What follows belongs to an exercise in optimizing a design on an open flow for small area, a short achievable clock period and few clock cycles; a production flow would make more cautious choices. In this exercise RTL edits were held to simulation tests only and were not proved equivalent to the original. No activity file was given, so power comes from the tool's default toggle rates.

==> flow/design.v (outline; a module is shown in full before it is edited, if it fits) <==
// module lcrv_isqrt: 51 lines
// module lcrv_ram: 21 lines
// module lidar_column_ring_vertical_filter: 2479 lines
module lidar_column_ring_vertical_filter #(
    parameter int ROWS = 64
) (
    input  wire logic                i_clk,
    input  wire logic                i_rst_n,
    input  wire logic                i_in_valid,
    output logic                     o_in_stall,
    input  wire logic                i_func,
    input  wire logic [5:0]          i_row,
    input  wire logic [19:0]         i_gap_mm,
    input  wire logic [17:0]         i_point_id,
    input  wire logic signed [18:0]  i_x_mm,
    input  wire logic signed [18:0]  i_y_mm,
    input  wire logic signed [18:0]  i_z_mm,
    input  wire logic                i_last_in_column,
    input  wire logic                i_cfg_we,
    input  wire logic [15:0]         i_cfg_wdata,
    output logic                     o_out_valid,
    input  wire logic                i_out_stall,
    output logic [17:0]              o_point_id_res,
    output logic                     o_is_vertical,
    output logic                     o_last_of_run
);
  // ...
==> flow/flow/run.sh <==
#!/bin/bash
set -euo pipefail
bash standard.sh SETUP_SLACK_MARGIN=6.2 finish > orfs_make.log 2>&1
==> flow/standard.sh <==
#!/bin/bash
# synth_recipe.tcl (not shown) runs the flow's synth.tcl, then flattens the netlist and writes it again
# the make line also repeats each setting of config.mk as NAME=value (left out here)
make -C /OpenROAD-flow-scripts/flow DESIGN_CONFIG=/design/flow/config.mk WORK_HOME=/design/flow/orfs CLKGATE_MAP_FILE= SYNTH_SCRIPT=/design/flow/synth_recipe.tcl "${@:-finish}"
==> flow/config.mk <==
export PLATFORM = sky130hd
export DESIGN_NAME = lidar_column_ring_vertical_filter
export DESIGN_NICKNAME = lidar_column_ring_vertical_filter
export VERILOG_FILES = /design/flow/design.v
export SDC_FILE = /design/flow/constraint.sdc
export NUM_CORES = 4
export LEC_CHECK = 0
export CAP_MARGIN = 20
export CORE_MARGIN = 2
export CORE_UTILIZATION = 60
export CTS_CLUSTER_DIAMETER = 150
export CTS_CLUSTER_SIZE = 30
export SLEW_MARGIN = 20
==> flow/constraint.sdc <==
create_clock -name core_clock -period 10.0 [get_ports {i_clk}]
set_input_delay 2.0000 -clock core_clock [delete_from_list [all_inputs] [get_ports {i_clk}]]
set_output_delay 2.0000 -clock core_clock [all_outputs]
set_load 0.01 [all_outputs]
==> reports/metrics.yaml, run 1 <==
status: "no timing/DRC/antenna violations"
met3_wirelength_mm: 46.6
seq_power_uw: 22600
drc_errors: 0
power_top_consumer: "registers"
stdcell_area_mm2: 0.188
skew_ns: 0.0889
synth-compound-area-share_pct: 7.45
final_cell_mix: "edfxtp_1 (2,845), dfxtp_1 (1,670), inv_1 (801), nand2_1 (495), ha_1 (445)"
finalHoldViolations: 0
cp_num_cells: 12
grt_pass1_vias: 95066
required_ns: 10.77
antenna_found_initial: 19
vias: 96954
pg_comb_uw: 14300
dr_wl_met2_mm: 210
crit_fanout: 2
drtIter0Drc: 12774
final_core_util_pct: 65.3
placed_cells: 15035
drive_above_1_share_pct: 12.3
hpwl_mm: 267
critPathCapture: "s1_t18_1$_DFF_P_"
synth-simple-area-share_pct: 5.53
synth_mux_area_share_pct: 5.54
post-cts-setup-buffers: 59
post-route-min-period_ns: 3.87
synth-xor-area-share_pct: 1.60
multi_input_area_share_pct: 26.7
setup_tns_ns: 0
rsz0062_at_grt: "yes"
seq_area_mm2: 0.120
antenna_cells: 23
design.portCount: 146
design.seq.count: 4566
critPathLaunch: "s0_vx[15]$_DFF_P_"
synthFlopType: "edfxtp_1"
clkbuf_count: 294
place_congestion: 0.875
synthAdderAreaFrac_pct: 7.93
grtUsageMet1_pct: 40.6
dieHeight_um: 541
Testbench counts, summed over its fixed seeds: cycles 5,169.
==> inputs of run 2 (changes only) <==
--- a/flow/design.v
+++ b/flow/design.v
@@ -2440,18 +2440,18 @@
     logic [17:0]        h_id;
     logic [6:0]         r_wr, r_rd, r_cp, r_cpq, r_cpq2;
     logic               r_cpq_v, r_cpq2_v;
     logic               c_v;            
     logic [5:0]         c_idx;
     logic signed [18:0] c_hi, c_lo;
     logic               vw_v, vw_val;
     logic [5:0]         vw_idx;
-    logic [19:0]        r_q [64];       
-    logic               r_vb [64];      
+    logic [18:0]        r_q [64];       
+    logic               r_vb [64];
     logic               w_join, w_close_old, w_hw, w_full, w_eor, w_lot;
     logic [6:0]         w_idx_p;
     logic signed [19:0] w_spread, w_thr;
     logic signed [18:0] w_zhi, w_zlo;
     logic               r_qroom;
     assign w_full      = !r_qroom;
     assign w_join      = d_have && d_near && (r_len != 7'd64);
     assign w_close_old = d_have && !w_join;
@@ -2513,70 +2513,73 @@
             end
         end
         c_idx  <= r_start;
         c_hi   <= w_join ? w_zhi : r_zmax;
         c_lo   <= w_join ? w_zlo : r_zmin;
         vw_idx <= c_idx;
         vw_val <= (w_spread > w_thr);
         if (w_hw) begin
-            r_q[r_wr[5:0]] <= {h_id, w_eor, w_lot};
+            r_q[r_wr[5:0]] <= {h_id, w_eor};
+            if (w_eor) begin
+                r_vb[r_wr[5:0]] <= w_lot;
+            end
         end
         if (vw_v) begin
             r_vb[vw_idx] <= vw_val;
         end
     end
     logic        st_v, st_vert, st_lot;
     logic [17:0] st_id;
     logic        out_v, out_vert, out_last;
     logic [17:0] out_id;
     logic        r_at_start, r_cur_vert;
     logic        w_avail, w_out_free, w_st_load;
-    logic [19:0] w_qe;
+    logic [18:0] w_qe;
     logic        w_evert;
     assign w_out_take = out_v && !i_out_stall;
     assign w_out_free = !out_v || !i_out_stall;
     assign w_avail    = (r_rd != r_cp);
     assign w_st_load  = w_avail && (!st_v || w_out_free);
     logic [63:0] r_rdoh;
     logic        w_qvb;
     always_comb begin
         w_qe  = '0;
         w_qvb = 1'b0;
         for (int i = 0; i < 64; i++) begin
-            w_qe  = w_qe | (r_q[i] & {20{r_rdoh[i]}});
+            w_qe  = w_qe | (r_q[i] & {19{r_rdoh[i]}});
             w_qvb = w_qvb | (r_vb[i] & r_rdoh[i]);
         end
     end
-    assign w_evert    = r_at_start ? (!w_qe[1] && w_qvb) : r_cur_vert;
+    assign w_evert    = r_at_start ? (!w_qe[0] && w_qvb) : r_cur_vert;
     always_ff @(posedge i_clk) begin
         if (!i_rst_n) begin
             r_rd       <= '0;
             r_rdoh     <= 64'd1;
             st_v       <= 1'b0;
             out_v      <= 1'b0;
             r_at_start <= 1'b1;
         end else begin
             if (w_st_load) begin
                 r_rd       <= r_rd + 7'd1;
                 r_rdoh     <= {r_rdoh[62:0], r_rdoh[63]};
-                r_at_start <= w_qe[1];
+                r_at_start <= w_qe[0];
             end
             if (w_st_load) begin
                 st_v <= 1'b1;
             end else if (w_out_free) begin
                 st_v <= 1'b0;
             end
             if (w_out_free) begin
                 out_v <= st_v;
             end
         end
         if (w_st_load) begin
-            st_id      <= w_qe[19:2];
-            st_lot     <= w_qe[0];
+            st_id      <= w_qe[18:1];
+            st_lot     <= w_qe[0] && w_qvb;
             st_vert    <= w_evert;
             r_cur_vert <= w_evert;
         end
         if (w_out_free) begin
             out_id   <= st_id;
             out_vert <= st_vert;
             out_last <= st_lot;
         end
==> flow/config.mk (replaced) <==
export PLATFORM = sky130hd
export DESIGN_NAME = lidar_column_ring_vertical_filter
export DESIGN_NICKNAME = lidar_column_ring_vertical_filter
export VERILOG_FILES = /design/flow/design.v
export SDC_FILE = /design/flow/constraint.sdc
export NUM_CORES = 4
export LEC_CHECK = 0
export CAP_MARGIN = 20
export CORE_MARGIN = 2
export CORE_UTILIZATION = 60
export CTS_CLUSTER_DIAMETER = 130
export CTS_CLUSTER_SIZE = 26
export SLEW_MARGIN = 20
==> reports/metrics.yaml, run 2 <==
synth-seq-area-share_pct: 69.0  # was 69.2%
critPathLaunch: "c_hi[0]$_DFF_P_"  # was s0_vx[15]$_DFF_P_
grt_max_degree: 91  # was 71
worst_hold_path_type: "flip-flop to flip-flop"  # unchanged
drc_errors: 0  # unchanged
clock_path_buffers: 4  # unchanged
grt.busiest_layer: "met2"  # unchanged
cts_root_buf: "clkbuf_16"  # unchanged
synth_common_cells: "edfxtp_1 (2,781), dfxtp_1 (1,721), inv_1 (803)"  # was edfxtp_1 (2,845), dfxtp_1 (1,721), inv_1 (820)
routed_wl_mm: 458  # was 453 mm
wl_per_cell_um: 29.8  # was 29.3 um
reg2reg_depth: 21  # was 12
final_cells: 15366  # was 15,468
cts_made_buffers: 195  # was 174
r2r-start: "c_hi[0]$_DFF_P_"  # was s0_vx[15]$_DFF_P_
yosysMostFrequentCell: "edfxtp_1"  # unchanged
synth_top_cell_by_area: "edfxtp_1"  # unchanged
worstMarginPinSlew_ns: 1.41  # was 1.18 ns
crit_fanout: 2  # unchanged
drive_above_1_share_pct: 12.0  # was 12.3%
hold_depth: 0  # unchanged
dr.pass1.iters: 7  # was 8
max-slew-margin-rel_pct: 5.88  # was 21.3%
fin_total_pwr_uw: 44400  # was 45,800 uW
setup.worst_path.class: "flip-flop to flip-flop"  # unchanged
placed_cells: 14908  # was 15,035
post-route-min-period_ns: 4.19  # was 3.87 ns
cts_sinks: 4502  # was 4,566
via_per_inst: 6.29  # was 6.27
fillers: 20038  # was 20,387
yosysWarnings: 2  # unchanged
min_from: "q0_row[1]$_DFF_P_"  # was q12_id[16]$_DFF_P_
synth_nets: 12159  # was 12,218
seq_area_mm2: 0.118  # was 0.120 mm2
async_flop_share_pct: 0  # unchanged
slew_violations: 0  # unchanged
skew_ns: 0.0856  # was 0.0889 ns
grt_pass1_wl_mm: 653  # was 646 mm
htree_levels: 4  # unchanged
final_cell_mix: "edfxtp_1 (2,781), dfxtp_1 (1,660), inv_1 (795), nand2_1 (562), ha_1 (454)"  # was edfxtp_1 (2,845), dfxtp_1 (1,670), inv_1 (801), nand2_1 (495), ha_1 (445)
cts_hold_buf: 0  # unchanged
final_core_util_pct: 65.7  # was 65.3%
yosys.area.top_type_share_pct: 48.8  # was 49.3%
synth_edf_count: 2781  # was 2,845
chipWidth_um: 538  # was 541 um
initial_core_util_pct: 60.5  # was 60.2%
dieArea_mm2: 0.289  # was 0.293 mm2
setup_violations: 0  # unchanged
yosysUniqueCellTypes: 91  # was 93
synthFlopType: "edfxtp_1"  # unchanged
gr-usage-met2_pct: 49.2  # was 48.8%
worst_setup_path_start_kind: "flip-flop"  # unchanged
grtUsageMet1_pct: 43.5  # was 40.6%
drtIter0Drc: 14032  # was 12,774
rsz0062_at_grt: "yes"  # unchanged
io_buffers: 145  # unchanged
multiInputGateArea_mm2: 0.0496  # was 0.0503 mm2
design.portCount: 146  # unchanged
overflow: 0  # unchanged
antenna_found_initial: 29  # was 19
hpwl_mm: 267  # about the same
grt_usage_pct: 31.4  # was 30.5%
postSynthCellCount: 11170  # was 11,229
core_area_mm2: 0.283  # was 0.288 mm2
place_congestion: 0.893  # was 0.875
final_nets: 12444  # was 12,525
grt_pass1_vias: 95191  # was 95,066
area_growth_pct: 8.61  # was 8.53%
use_met3_pct: 6.85  # was 6.39%
dieHeight_um: 538  # was 541 um
ant_nets: 0  # unchanged
syn_area_per_cell_um2: 15.3  # was 15.4 um2
cts_tree: "built"  # unchanged
max_cap_violations: 0  # unchanged
post-route-period-util_pct: 41.9  # was 38.7%
synthTopCellsByArea: "edfxtp_1 (49%), dfxtp_1 (20%), fa_1 (4.5%)"  # unchanged
status: "no timing/DRC/antenna violations"  # unchanged
final.setup.worst_slack_ns: 5.81  # was 6.13 ns
powerDensity_mw_per_mm2: 239  # was 244 mW/mm2
setup_tns_ns: 0  # unchanged
ys_seq_elements: 4502  # was 4,566
syn_area_mm2: 0.171  # was 0.173 mm2
ir_drop_mv: 0.196  # was 0.254 mV
cp-end-kind: "flip-flop"  # unchanged
finalHoldViolations: 0  # unchanged
r2r_setup_slack_ns: 5.81  # was 6.13 ns
post-place-ws_ns: 4.86  # was 4.63 ns
clkLatencyLatePin_ns: 0.95  # was 0.94 ns
critPathArrivalTime_ns: 5.03  # was 4.64 ns
p_leak_uw: 0.0682  # was 0.0689 uW
vias: 96714  # was 96,954
max_freq_mhz: 238  # was 259 MHz
layout_commonest_cell: "edfxtp_1"  # unchanged
required_ns: 10.84  # was 10.77 ns
clkTransAtPathRegs_ns: 0.11  # was 0.12 ns
rows: 195  # was 197
## run 2: per-layer routing
| metal | routed length (um) | up-vias | part of all wire [%] |
|---|---|---|---|
| met2 | 209000 | 5418 | 46 |
| li1 | - | 41285 | - |
| met3 | 52400 | 1113 | 11 |
| met1 | 176000 | 48894 | 38 |
| met4 | 20800 | 4 | 4.5 |
| met5 | 23 | - | 0.0050 |
## run 2: cell type report
type / count / share of cell area (%)
Sequential cell: 4502 / 63.6
Multi-Input combinational cell: 5430 / 26.7
Clock buffer: 333 / 2.93
Tap cell: 3743 / 2.52
Timing Repair Buffer: 518 / 2.47
Inverter: 808 / 1.65
Clock inverter: 11 / 0.0896
Antenna cell: 21 / 0.0283
## run 2: repair_timing
action | in CTS | in global routing
cloned | 4 | 1
endpoints found under the hold margin | 0 | 0
endpoints found under the setup margin | 659 | 175
resized for setup | 169 | 91
setup buffers | 63 | 25
pin swaps | 47 | 35
## run 2: critical path: stages, from the launching register on
cell and delay, ns:
dfxtp_1 0.32, inv_1 0.05, ha_2 0.18, inv_2 0.04, fa_2 0.33, a211o_1 0.33
a21boi_2 0.21, o31ai_2 0.10, o41a_1 0.37, a21oi_2 0.18, nor2b_1 0.06, nor3_1 0.13
nor2_1 0.07, ha_1 0.30, nand4_1 0.12, or3_4 0.36, or2_4 0.24, a21oi_2 0.12
o211ai_1 0.13, a211oi_2 0.22, a211o_1 0.16, nand2_1 0.06
## run 2: final timing paths
path                             to
setup reg to reg     vw_val$_DFF_P_
hold reg to reg   q1_row[1]$_DFF_P_
setup / recovery     vw_val$_DFF_P_
hold / removal    q1_row[1]$_DFF_P_
## run 2: stage by stage
stage / cell area (um2) / hold slack [ns]
floorplan: 171000 / 0.310
global placement: 178000 / 0.309
detailed placement: 178000 / 0.312
CTS: 185000 / 0.286
global route: 186000 / 0.317
finish: 186000 / 0.268
## run 2: cells by family (layout without fill, tap and decap cells)
family,after synthesis,count (layout),share of synthesized area (%)
compound gates,1749,1752,7.28
xor+xnor,326,326,1.68
fa+ha+maj,865,865,8.03
buf+inv,1241,1670,2.76
flops,4502,4502,69.0
mux,563,563,5.77
other cells,0,21,0
simple gates,1924,1924,5.49
## run 2: report_power, final
| part | total, uW | switching (uW) | internal (uW) |
|---|---|---|---|
| Combinational | 12800 | 6980 | 5800 |
| Sequential | 22300 | 854 | 21500 |
| Clock | 9350 | 5570 | 3780 |
| Total | 44400 | 13400 | 31000 |
Testbench counts of run 2, summed over its fixed seeds: cycles 5,169.

==> port drivers added, routing unchanged <==
How much do the figures lean on ideal ports? The routed layouts below were timed once more, with nothing changed but the port constraints. Step 1, drivers: a clkbuf_16 drives i_clk and a buf_2 each remaining input, both assumed. Step 2 times the ports against the registers' clock, not the clock port: input delays grow and output delays shrink by t, the midpoint of the rising clock arrivals with the driver on. Three values: no drivers, after step 1, after step 2; two values: the first two.
run	shift t [ns]	slack for setup (ns)	pins driven straight from the clock port
run 1	0.997	6.134 / 6.134 / 5.430	1
run 2	1.026	5.806 / 5.806 / 5.384	1
After both steps every run listed still meets setup and hold. The setup slack of run 1, which loses most, moves by 0.000 ns with the drivers and by -0.704 ns with both steps.
